Background: an optimization exercise with open tools, aiming at small area. Do not read the settings as production practice.
No functional check of the RTL was part of any run shown here.

## flow/design.v (module list and top-level ports; edited modules follow where they fit)
// module conv1_weight_regs: 18 lines
// module conv1_line_buffer: 45 lines
// module conv1_filter_array: 3332 lines
// module conv1_sum_rows: 33 lines
// module conv1_fa: 10 lines
// module conv1_max_pool: 62 lines
// module conv1_top: 69 lines
module conv1_top (
    input  logic         clk_i,
    input  logic         reset_i,
    input  logic         pixel_valid_i,
    input  logic [7:0]   pixel_i,
    input  logic         sof_i,
    input  logic         wght_we_i,
    input  logic [4:0]   wght_addr_i,
    input  logic [7:0]   wght_data_i,
    output logic         pool_valid_o,
    output logic [39:0]  pool_data_o
);
  // ...
==> flow/run.sh <==
#!/bin/bash
# synth_recipe.tcl (not shown) runs the flow's synth.tcl, then flattens the netlist and writes it again
# the make line also repeats each setting of config.mk as NAME=value (left out here)
make -C /OpenROAD-flow-scripts/flow DESIGN_CONFIG=/design/flow/config.mk WORK_HOME=/design/flow/orfs CLKGATE_MAP_FILE= SYNTH_SCRIPT=/design/flow/synth_recipe.tcl finish
==> flow/config.mk <==
export PLATFORM = sky130hd
export DESIGN_NAME = conv1_top
export DESIGN_NICKNAME = conv1_top
export VERILOG_FILES = /design/flow/design.v
export SDC_FILE = /design/flow/constraint.sdc
export NUM_CORES = 4
export LEC_CHECK = 0
export CAP_MARGIN = 20
export CORE_MARGIN = 2
export CORE_UTILIZATION = 40
export SLEW_MARGIN = 20
export SYNTH_HIERARCHICAL = 1
export SYNTH_MINIMUM_KEEP_SIZE = 0
==> flow/constraint.sdc <==
create_clock -name core_clock -period 6.5 [get_ports {clk_i}]
set_input_delay 1.3000 -clock core_clock [delete_from_list [all_inputs] [get_ports {clk_i}]]
set_output_delay 1.3000 -clock core_clock [all_outputs]
set_load 0.01 [all_outputs]
==> flow_summary.yaml, run 1 <==
final_layout:
  syn2layout_area_growth_pct: 6.55
  design_area_mm2: 0.0491
  buf_share_pct: 2.92
  multi_input_gates: 2690
die:
  rows: 124
  coreArea_mm2: 0.114
sta:
  setup_ws_ns: 0.808
  period_minus_slack_ns: 5.69
  setup_tns_ns: 0
  whs_ns: 0.329
routing:
  antenna_left: 0
  wl_met3_um: 19200
critical_path:
  worst-path-buf-inv: 1
  reg2reg_to: "conv1_filter_array_inst.sum_a_o[14]"
  rrSetupSlack_ns: 0.81
worst_hold_path:
  hold_path_end: "conv1_filter_array_inst.sum_codd_o"
status:
  status: "finished clean"
placed_design:
  post-place-cells: 5004
run:
  drv_cap: 0
clock_network:
  clk_pin_slew_ns: 0.07
  clk_latency_ns: 0.65
==> inputs of run 2 (changes only) <==
--- a/flow/config.mk
+++ b/flow/config.mk
@@ -7,7 +7,9 @@
 export LEC_CHECK = 0
 export CAP_MARGIN = 20
 export CORE_MARGIN = 2
-export CORE_UTILIZATION = 40
+export CORE_UTILIZATION = 55
+export CTS_BUF_LIST = sky130_fd_sc_hd__clkbuf_8
+export GPL_TIMING_DRIVEN = 0
 export SLEW_MARGIN = 20
 export SYNTH_HIERARCHICAL = 1
 export SYNTH_MINIMUM_KEEP_SIZE = 0
==> run 2 against run 1 <==
Still clean. First-iteration DRC count rose by 6.2%. Die area is 27% lower. Maximum frequency shrank 3.6%. Non-clock buffer count rose by 216. Clock-buffer cell count grew 38. Cell count is 2.9% lower. Area after synthesis is the same. Via count grew 4.1%. Global-route usage is 12 points higher. Design area up 1.8%. Highest routed layer is now met5.
==> flow_summary.yaml, run 2 <==
clock_network:
  cts_setup_buffers: 0
  cts_tree: "yes"
  hold_buffers: 0
  cts_sinks: 491
  cts_resized: 0
  numCtsBuffers: 89
  cts_root_buf: "clkbuf_8"
  clock_path_buffers: 3
  htreeDepth: 3
  clk_latency_ns: 0.78
  clk_pin_slew_ns: 0.06
grt:
  grt_first_pass_wirelength_um: 225000
  grt_max_degree: 105
  overflow: 0
  antenna_found_initial: 5
  grt_pass1_vias: 33390
  grt_usage_pct: 38.0
critical_path:
  start_kind: "flip-flop"
  cp.arrival_ns: 6.48
  slowest_delay_ns: 0.67
  crit_chain: "buf_4 > buf_6 > nor2_1 > fa_1 > fa_1 > fa_1 > fa_1 > fa_1 > fa_1 > fa_1 > fa_1 > fa_1"
  crit_fanout: 10
  critical_path_class: "reg2reg"
  crit_path_frequent_cell: "fa_1"
  worst-path-buf-inv: 2
  path_delay_family: "adder cells"
  crit_required_ns: 7.07
  slowest_stage: "edfxtp_1"
  end_kind: "flip-flop"
die:
  start_util_pct: 55.3
  io_pins: 67
  die_h_um: 293
  dieArea_mm2: 0.0860
  coreArea_mm2: 0.0833
  rows: 106
  die_x_um: 293
placed_design:
  port_buffers: 62
  dp_slack_ns: 0.670
  gp_congestion: 0.975
  hpwl_um: 129000
sta:
  setup_ws_ns: 0.592
  whs_ns: 0.325
  rsz0062_at_grt: "false"
  final.setup_skew_ns: 0.0575
  drv_slew: 0
  setup_viol: 0
  fmax_ghz: 0.169
  final-hold-violation-count: 0
  period_minus_slack_ns: 5.91
  worst_pin_slew_ns: 1.06
  fin_crit_sh_pct: 90.9
  max-slew-margin-rel_pct: 29.1
final_layout:
  regMostFlops: "conv1_line_buffer_inst.srn_q"
  final_common_cell: "fa_1"
  syn2layout_area_growth_pct: 8.46
  layout.nets: 4991
  layout_common_cells: "fa_1 (1,098), nor2_1 (1,020), edfxtp_1 (372)"
  drive_gt1_share_pct: 10.1
  top_regs: "conv1_line_buffer_inst.srn_q (152), conv1_weight_regs_inst.weights_o (144)"
  fillers: 6735
  largest_register_ff_count: 152
routing:
  initialDrtViolationCount: 3396
  antenna_left: 0
  vias: 29408
  wl_per_cell_um: 31.5
  drc: 0
  wl_um: 156000
  first_pass_iters: 5
  vias_per_cell: 5.93
logic_synthesis:
  syn_area_per_cell_um2: 12.6
  synth_area_mm2: 0.0460
  ys_warn_count: 19
  postSynthCellCount: 3640
status:
  status: "finished clean"
run:
  drv_cap: 0
worst_hold_path:
  holdCritPathClass: "reg2reg"
==> run 2: cell count changes in the layout (fill, tap and decap cells not counted), moves of 25 or more <==
cell | previous run | this run
buf_1 | 0 | 25
buf_2 | 0 | 55
buf_6 | 1 | 82
clkbuf_1 | 3 | 68
clkbuf_16 | 55 | 0
clkbuf_8 | 1 | 97
inv_1 | 144 | 178
==> run 2: layer usage <==
metal	vias up	part of all wire, %	track usage [%]	wire (µm)
li1	11677	-	-	-
met1	15436	38	50.4	59100
met2	1906	44	55.9	68700
met3	385	12	12.4	18000
met4	4	6.8	20.6	10600
met5	-	0.013	0.227	21
==> run 2: worst paths after layout <==
check | startpoint | to | slack (ns) | cells past startpoint
setup / recovery | conv1_line_buffer_inst.srn_q[128] | conv1_filter_array_inst.sum_b_o[11] | 0.59 | 12
hold / removal | conv1_line_buffer_inst.win_codd_o | conv1_filter_array_inst.sum_codd_o | 0.32 | 0
setup reg to reg | conv1_line_buffer_inst.srn_q[128] | conv1_filter_array_inst.sum_b_o[11] | 0.59 | 12
hold reg to reg | conv1_line_buffer_inst.win_codd_o | conv1_filter_array_inst.sum_codd_o | 0.32 | 0
==> run 2: worst reg2reg max path, stage by stage, from the launching register on <==
cell and delay (ns):
edfxtp_1 0.67, buf_4 0.25, buf_6 0.20, nor2_1 0.10
fa_1 0.50, fa_1 0.49, fa_1 0.51, fa_1 0.49
fa_1 0.53, fa_1 0.46, fa_1 0.47, fa_1 0.56
fa_1 0.51
==> run 2: area by class of cell <==
| class | instances | area (µm²) | area share [%] |
|---|---|---|---|
| Timing Repair Buffer | 66 | 712 | 1.43 |
| Clock inverter | 70 | 449 | 0.899 |
| Sequential cell | 491 | 13600 | 27.1 |
| Tap cell | 1080 | 1350 | 2.71 |
| Antenna cell | 4 | 10.0 | 0.0200 |
| Multi-Input combinational cell | 2690 | 29800 | 59.6 |
| Clock buffer | 97 | 1340 | 2.67 |
| Buffer | 316 | 2210 | 4.42 |
| Inverter | 145 | 544 | 1.09 |
==> run 2: per-stage QoR <==
step | cell area, µm² | util, % | std cells | setup TNS (ns)
after floorplan | 46100 | - | 3642 | 0
after global placement | 48000 | 57.7 | 4784 | -173.37
after detailed placement | 48100 | 57.8 | 4788 | 0
after CTS | 49900 | 60.0 | 4955 | 0
after global routing | 49900 | 60.0 | 4958 | 0
final | 49900 | 60.0 | 4959 | 0
==> inputs of run 3 (changes only) <==
--- a/flow/config.mk
+++ b/flow/config.mk
@@ -9,7 +9,6 @@
 export CORE_MARGIN = 2
 export CORE_UTILIZATION = 55
 export CTS_BUF_LIST = sky130_fd_sc_hd__clkbuf_8
-export GPL_TIMING_DRIVEN = 0
 export SLEW_MARGIN = 20
 export SYNTH_HIERARCHICAL = 1
 export SYNTH_MINIMUM_KEEP_SIZE = 0
==> run 3 against run 2 <==
Maximum frequency increased by 2.2%. Design area decreased by 2.7%. Global-route usage increased by 0.46 points. Sequential share of layout area increased by 0.77 points. Utilization decreased by 1.6 points. Die area unchanged. Highest routed layer is now met4.
==> flow_summary.yaml, run 3 <==
status:
  status: "finished clean"
grt:
  grt_usage_pct: 38.4
  overflow: 0
  grt_pass1_vias: 32410
  antenna_found_initial: 3
  grt_first_pass_wirelength_um: 228000
  grt_max_degree: 58
sta:
  drv_slew: 0
  setup_tns_ns: 0
  setup_viol: 0
  fmax_ghz: 0.173
  worst_pin_slew_ns: 1.24
  period_minus_slack_ns: 5.78
  final.setup_skew_ns: 0.0584
  whs_ns: 0.325
  fin_crit_sh_pct: 88.9
  max-slew-margin-rel_pct: 17.1
  final-hold-violation-count: 0
  rsz0062_at_grt: "false"
logic_synthesis:
  synth_area_mm2: 0.0460
  postSynthCellCount: 3640
  syn_area_per_cell_um2: 12.6
  ys_warn_count: 19
critical_path:
  critical_path_class: "reg2reg"
  cp.arrival_ns: 6.39
  end_kind: "flip-flop"
  crit_fanout: 9
  crit_required_ns: 7.11
  start_kind: "flip-flop"
clock_network:
  clock_path_buffers: 3
  cts_tree: "yes"
  cts_root_buf: "clkbuf_8"
  clk_pin_slew_ns: 0.06
  numCtsBuffers: 89
  clk_latency_ns: 0.78
  cts_resized: 0
  cts_setup_buffers: 0
  hold_buffers: 0
  htreeDepth: 3
  cts_sinks: 491
die:
  dieArea_mm2: 0.0860
  die_h_um: 293
  io_pins: 67
  rows: 106
  coreArea_mm2: 0.0833
  start_util_pct: 55.3
  die_x_um: 293
final_layout:
  largest_register_ff_count: 152
  final_common_cell: "fa_1"
  regMostFlops: "conv1_line_buffer_inst.srn_q"
  layout_common_cells: "fa_1 (1,098), nor2_1 (1,020), edfxtp_1 (372)"
  utilization_pct: 58.3
  layout.nets: 4780
  top_regs: "conv1_line_buffer_inst.srn_q (152), conv1_weight_regs_inst.weights_o (144)"
  syn2layout_area_growth_pct: 5.48
  design_area_mm2: 0.0486
  drive_gt1_share_pct: 7.40
placed_design:
  port_buffers: 64
  dpl_cell_area_mm2: 0.0467
  gp_congestion: 1.01
  hpwl_um: 127000
routing:
  wl_per_cell_um: 33.3
  vias_per_cell: 6.16
  first_pass_iters: 5
  initialDrtViolationCount: 3235
  vias: 29273
  drc: 0
  antenna_left: 0
  wl_um: 158000
run:
  drv_cap: 0
worst_hold_path:
  holdCritPathClass: "reg2reg"
run 3: per-layer routing:
layer | wire length [µm] | track usage (%) | vias up
met1 | 58600 | 52.0 | 15457
met5 | 0 | 0.170 | -
met4 | 10400 | 20.7 | 0
met3 | 19900 | 12.3 | 430
li1 | - | - | 11236
met2 | 69100 | 55.8 | 2150
run 3: worst max-delay path, stage by stage, from the launching register on:
cell      delay (ns)
edfxtp_1        0.90
buf_4           0.34
nor2_1          0.09
fa_1            0.50
fa_1            0.62
fa_1            0.47
fa_1            0.47
fa_1            0.45
fa_1            0.43
fa_1            0.43
fa_1            0.53
fa_1            0.41
run 3: final cells by class:
| cell class | count | area, µm² |
|---|---|---|
| Clock buffer | 93 | 1280 |
| Inverter | 145 | 546 |
| Antenna cell | 8 | 20.0 |
| Tap cell | 1080 | 1350 |
| Timing Repair Buffer | 171 | 1500 |
| Fill cell | 6780 | 34700 |
| Multi-Input combinational cell | 2690 | 29800 |
| Clock inverter | 73 | 551 |
| Sequential cell | 491 | 13600 |
run 3: worst paths after layout:
path / depth (start not counted) / to / startpoint / slack, ns
max: 11 / conv1_filter_array_inst.sum_b_o[31] / conv1_line_buffer_inst.srn_q[83] / 0.72
min: 0 / conv1_filter_array_inst.sum_rodd_o / conv1_line_buffer_inst.win_rodd_o / 0.32
max reg2reg: 11 / conv1_filter_array_inst.sum_b_o[31] / conv1_line_buffer_inst.srn_q[83] / 0.72
min reg2reg: 0 / conv1_filter_array_inst.sum_rodd_o / conv1_line_buffer_inst.win_rodd_o / 0.32
run 3: through the flow:
step | instances | setup WS (ns)
floorplan | 3642 | 1.47
global placement | 4577 | 0.814
detailed placement | 4577 | 0.796
CTS | 4743 | 0.749
global route | 4747 | 0.579
finish | 4751 | 0.721
==> inputs of run 4 (changes only) <==
--- a/flow/config.mk
+++ b/flow/config.mk
@@ -5,10 +5,10 @@
 export SDC_FILE = /design/flow/constraint.sdc
 export NUM_CORES = 4
 export LEC_CHECK = 0
-export CAP_MARGIN = 20
+export CAP_MARGIN = 5
 export CORE_MARGIN = 2
 export CORE_UTILIZATION = 55
 export CTS_BUF_LIST = sky130_fd_sc_hd__clkbuf_8
-export SLEW_MARGIN = 20
+export SLEW_MARGIN = 5
 export SYNTH_HIERARCHICAL = 1
 export SYNTH_MINIMUM_KEEP_SIZE = 0
==> run 4 against run 3 <==
The layout now fails its checks (max-capacitance violations, max-slew violations). Critical path depth unchanged. Utilization about the same. Global-route usage about the same. Area after synthesis unchanged. Sequential share of layout area about the same.
==> flow_summary.yaml, run 4 <==
status:
  status: "complete, but fails checks"
  check.faults: "max-capacitance violations, max-slew violations"
sta:
  worst_pin_slew_ns: 1.50
  drv_slew: 18
  fin_crit_sh_pct: 88.2
  whs_ns: 0.325
  fmax_ghz: 0.174
  period_minus_slack_ns: 5.73
  final.setup_skew_ns: 0.0399
  setup_viol: 0
  final-hold-violation-count: 0
  setup_ws_ns: 0.766
  rsz0062_at_grt: "false"
  setup_tns_ns: 0
  max-slew-margin-rel_pct: -0.107
routing:
  initialDrtViolationCount: 3068
  drc: 0
  vias: 29236
  vias_per_cell: 6.16
  wl_um: 158000
  wl_per_cell_um: 33.3
  first_pass_iters: 6
  antenna_left: 0
final_layout:
  final_common_cell: "fa_1"
  instances_no_fill: 4747
  fillers: 6820
  top_regs: "conv1_line_buffer_inst.srn_q (152), conv1_weight_regs_inst.weights_o (144)"
  layout_common_cells: "fa_1 (1,098), nor2_1 (1,020), edfxtp_1 (372)"
  drive_gt1_share_pct: 7.48
  layout.nets: 4780
  syn2layout_area_growth_pct: 5.51
  regMostFlops: "conv1_line_buffer_inst.srn_q"
  largest_register_ff_count: 152
grt:
  top_usage_layer: "met2"
  overflow: 0
  grt_use_met3_pct: 12.0
  grt_pass1_vias: 32536
  grt_first_pass_wirelength_um: 228000
  antenna_found_initial: 2
  grt_util_met1_pct: 51.8
  use_met2_pct: 55.3
  grt_usage_pct: 38.4
  grt_max_degree: 58
worst_hold_path:
  holdCritPathClass: "reg2reg"
  hold_path_depth: 0
  hold_path_end: "conv1_filter_array_inst.sum_rodd_o"
  min_from: "conv1_line_buffer_inst.win_rodd_o"
critical_path:
  worst-r2r-cell-count: 11
  reg2reg_to: "conv1_filter_array_inst.sum_b_o[31]"
  crit_required_ns: 7.11
  start_kind: "flip-flop"
  critical_path_class: "reg2reg"
  crit-reg2reg-launch: "conv1_line_buffer_inst.srn_q[83]"
  rrSetupSlack_ns: 0.77
  end_kind: "flip-flop"
  crit_fanout: 9
  cp.arrival_ns: 6.35
clock_network:
  cts_tree: "yes"
  clock_path_buffers: 3
  htreeDepth: 3
  cts_setup_buffers: 0
  numCtsBuffers: 89
  cts_sinks: 491
  clk_latency_ns: 0.76
  hold_buffers: 0
  cts_root_buf: "clkbuf_8"
  cts_resized: 0
  clk_pin_slew_ns: 0.06
die:
  coreArea_mm2: 0.0833
  die_h_um: 293
  die_x_um: 293
  dieArea_mm2: 0.0860
  rows: 106
  io_pins: 67
  start_util_pct: 55.3
logic_synthesis:
  postSynthCellCount: 3640
  ys_warn_count: 19
  syn_area_per_cell_um2: 12.6
  synth_area_mm2: 0.0460
run:
  drv_cap: 1
placed_design:
  post-place-cells: 4577
  hpwl_um: 127000
  port_buffers: 64
  gp_congestion: 1.01
  dp_slack_ns: 0.794
run 4: cell count changes in the layout (fill, tap and decap cells not counted), sizes merged:
cell	before	now
diode	8	4
clkbuf	93	101
inv	169	175
clkinvlp	2	0
clkinv	40	30
bufinv	7	5
run 4: worst max-delay path by stage:
stage,startpoint,endpoint,slack [ns],depth (start not counted)
floorplan,conv1_line_buffer_inst.srn_q[129],conv1_filter_array_inst.sum_b_o[11],1.47,12
global placement,conv1_line_buffer_inst.srn_q[83],conv1_filter_array_inst.sum_b_o[31],0.81,11
detailed placement,conv1_line_buffer_inst.srn_q[83],conv1_filter_array_inst.sum_b_o[31],0.79,11
CTS,conv1_line_buffer_inst.srn_q[83],conv1_filter_array_inst.sum_b_o[31],0.77,11
global route,conv1_line_buffer_inst.srn_q[83],conv1_filter_array_inst.sum_b_o[31],0.58,11
finish,conv1_line_buffer_inst.srn_q[83],conv1_filter_array_inst.sum_b_o[31],0.77,11
run 4: worst max-delay path, stage by stage (launching register included):
cell and delay (ns):
edfxtp_1 0.89, buf_4 0.33, nor2_1 0.09, fa_1 0.50
fa_1 0.62, fa_1 0.47, fa_1 0.46, fa_1 0.45
fa_1 0.43, fa_1 0.43, fa_1 0.53, fa_1 0.41
run 4: layout make-up:
cell class,instances,area (µm²),share of cell area (%)
Multi-Input combinational cell,2690,29800,61.3
Sequential cell,491,13600,27.9
Clock inverter,65,463,0.953
Tap cell,1080,1350,2.78
Timing Repair Buffer,171,1500,3.08
Clock buffer,101,1390,2.86
Antenna cell,4,10.0,0.0206
Inverter,145,546,1.12
run 4: stage by stage:
stage / area (µm²) / utilization (%)
after floorplan: 46100 / -
after global placement: 46700 / 56.1
after detailed placement: 46700 / 56.1
after CTS: 48600 / 58.3
after global routing: 48600 / 58.3
final: 48600 / 58.3
run 4: routing by layer:
metal	share of wire [%]	vias up
met1	37	15447
li1	-	11234
met5	0	-
met4	6.9	0
met3	12	425
met2	43	2130
==> inputs of run 5 (changes only) <==
==> flow/config.mk (replaced) <==
export PLATFORM = sky130hd
export DESIGN_NAME = conv1_top
export DESIGN_NICKNAME = conv1_top
export VERILOG_FILES = /design/flow/design.v
export SDC_FILE = /design/flow/constraint.sdc
export NUM_CORES = 4
export LEC_CHECK = 0
export CAP_MARGIN = 20
export CORE_MARGIN = 2
export CORE_UTILIZATION = 55
export CTS_BUF_LIST = sky130_fd_sc_hd__clkbuf_4
export SLEW_MARGIN = 20
export SYNTH_HIERARCHICAL = 1
export SYNTH_MINIMUM_KEEP_SIZE = 0
==> run 5 against run 4 <==
The run now finishes clean. Cell count is 2.2% higher. Critical path depth stayed put. Area after synthesis stayed put. Critical path type unchanged. Critical endpoint unchanged.
==> flow_summary.yaml, run 5 <==
clock_network:
  clock_path_buffers: 3
  htreeDepth: 4
  hold_buffers: 0
  cts_setup_buffers: 0
  clk_pin_slew_ns: 0.07
  cts_sinks: 491
  cts_tree: "yes"
  numCtsBuffers: 146
  cts_resized: 0
  clk_latency_ns: 1.11
  cts_root_buf: "clkbuf_4"
sta:
  fin_crit_sh_pct: 89.1
  worst_pin_slew_ns: 1.12
  final-hold-violation-count: 0
  final.setup_skew_ns: 0.0793
  fmax_ghz: 0.173
  max-slew-margin-rel_pct: 25.1
  period_minus_slack_ns: 5.79
  drv_slew: 0
  setup_viol: 0
  rsz0062_at_grt: "false"
  whs_ns: 0.325
  setup_tns_ns: 0
routing:
  wl_um: 159000
  wl_per_cell_um: 32.8
  drc: 0
  initialDrtViolationCount: 3071
  vias_per_cell: 6.11
  antenna_left: 0
  first_pass_iters: 5
  vias: 29648
grt:
  grt_first_pass_wirelength_um: 230000
  grt_usage_pct: 38.8
  grt_pass1_vias: 32945
  grt_max_degree: 58
  overflow: 0
  antenna_found_initial: 3
placed_design:
  port_buffers: 64
  dpl_cell_area_mm2: 0.0467
  hpwl_um: 127000
  post-place-cells: 4577
  gp_congestion: 1.01
final_layout:
  design_area_mm2: 0.0487
  fillers: 6824
  regArea_mm2: 0.0136
  layout.nets: 4837
  largest_register_ff_count: 152
  drive_gt1_share_pct: 10.1
  final_common_cell: "fa_1"
  syn2layout_area_growth_pct: 5.70
  multi_input_area_mm2: 0.0298
  instances_no_fill: 4851
  regMostFlops: "conv1_line_buffer_inst.srn_q"
  layout_common_cells: "fa_1 (1,098), nor2_1 (1,020), edfxtp_1 (372)"
  top_regs: "conv1_line_buffer_inst.srn_q (152), conv1_weight_regs_inst.weights_o (144)"
critical_path:
  crit_required_ns: 7.46
  critical_path_class: "reg2reg"
  slowest_stage: "edfxtp_1"
  slowest_delay_ns: 0.90
  crit_path_frequent_cell: "fa_1"
  crit_fanout: 9
  cp.arrival_ns: 6.76
  start_kind: "flip-flop"
  crit_chain: "buf_4 > nor2_1 > fa_1 > fa_1 > fa_1 > fa_1 > fa_1 > fa_1 > fa_1 > fa_1 > fa_1"
  end_kind: "flip-flop"
run:
  drv_cap: 0
status:
  status: "finished clean"
die:
  die_h_um: 293
  rows: 106
  io_pins: 67
  coreArea_mm2: 0.0833
  start_util_pct: 55.3
  dieArea_mm2: 0.0860
  die_x_um: 293
logic_synthesis:
  postSynthCellCount: 3640
  ys_warn_count: 19
  synth_area_mm2: 0.0460
  syn_area_per_cell_um2: 12.6
worst_hold_path:
  holdCritPathClass: "reg2reg"
==> run 5: stage by stage <==
stage	setup slack, ns	util (%)
after floorplan	1.47	-
after global placement	0.814	56.1
after detailed placement	0.796	56.1
after CTS	0.733	58.4
after global routing	0.555	58.4
final	0.705	58.4
==> run 5: per-layer routing <==
| metal | up-vias | share of wire (%) | track usage, % | wire (µm) |
|---|---|---|---|---|
| li1 | 11420 | - | - | - |
| met1 | 15579 | 37 | 51.6 | 58700 |
| met2 | 2206 | 44 | 56.1 | 69200 |
| met3 | 443 | 13 | 13.2 | 20400 |
| met4 | 0 | 6.7 | 22.2 | 10700 |
| met5 | - | 0 | 0 | 0 |
==> run 5: path summary, 6_finish.rpt <==
check | to | depth (start not counted) | start | slack [ns]
max | conv1_filter_array_inst.sum_b_o[31] | 11 | conv1_line_buffer_inst.srn_q[83] | 0.71
min | conv1_filter_array_inst.sum_rodd_o | 0 | conv1_line_buffer_inst.win_rodd_o | 0.33
max reg2reg | conv1_filter_array_inst.sum_b_o[31] | 11 | conv1_line_buffer_inst.srn_q[83] | 0.71
min reg2reg | conv1_filter_array_inst.sum_rodd_o | 0 | conv1_line_buffer_inst.win_rodd_o | 0.33
==> run 5: area by class of cell <==
type | count | share of cell area [%]
tap | 1080 | 2.78
multi-input combinational | 2690 | 61.2
clock inverter | 53 | 0.648
inverter | 145 | 1.12
timing repair buffer | 171 | 3.07
clock buffer | 215 | 3.32
antenna | 6 | 0.0308
sequential | 491 | 27.8
==> run 5: worst max-delay path: cells and delay by family, from the launching register on <==
kind / cells / cell delay (ns)
adder cells (fa/ha/maj): 9 / 4.31
flip-flops: 1 / 0.90
buffers and inverters: 1 / 0.34
AND/OR/NAND/NOR: 1 / 0.09

## afterwards: timing with drivers on the ports
In the flow no input, the clock included, has a driving cell. The finished layouts below were timed again as built, in two steps.
Step 1, drivers: a clkbuf_16 drives clk_i and a buf_2 each remaining input, both assumed.
Step 2 adds t to the input delays and takes it off the output delays; t is the mean of the earliest and latest rising clock arrival at the registers after step 1. Input paths then give back, and output paths get back, about the clock's delay inside the block.
Slacks: ideal ports / drivers / drivers and shift; pairs: ideal ports / drivers.
| run | shift t [ns] | slack for setup (ns) | hold WS [ns] |
|---|---|---|---|
| run 1 | 0.706 | 0.808 / 0.808 / 0.808 | 0.329 / 0.329 / 0.329 |
| run 2 | 0.819 | 0.592 / 0.592 / 0.592 | 0.325 / 0.325 / 0.325 |
| run 3 | 0.828 | 0.721 / 0.721 / 0.721 | 0.325 / 0.325 / 0.325 |
| run 4 | 0.801 | 0.766 / 0.766 / 0.766 | 0.325 / 0.325 / 0.325 |
| run 5 | 1.136 | 0.705 / 0.705 / 0.705 | 0.325 / 0.325 / 0.325 |
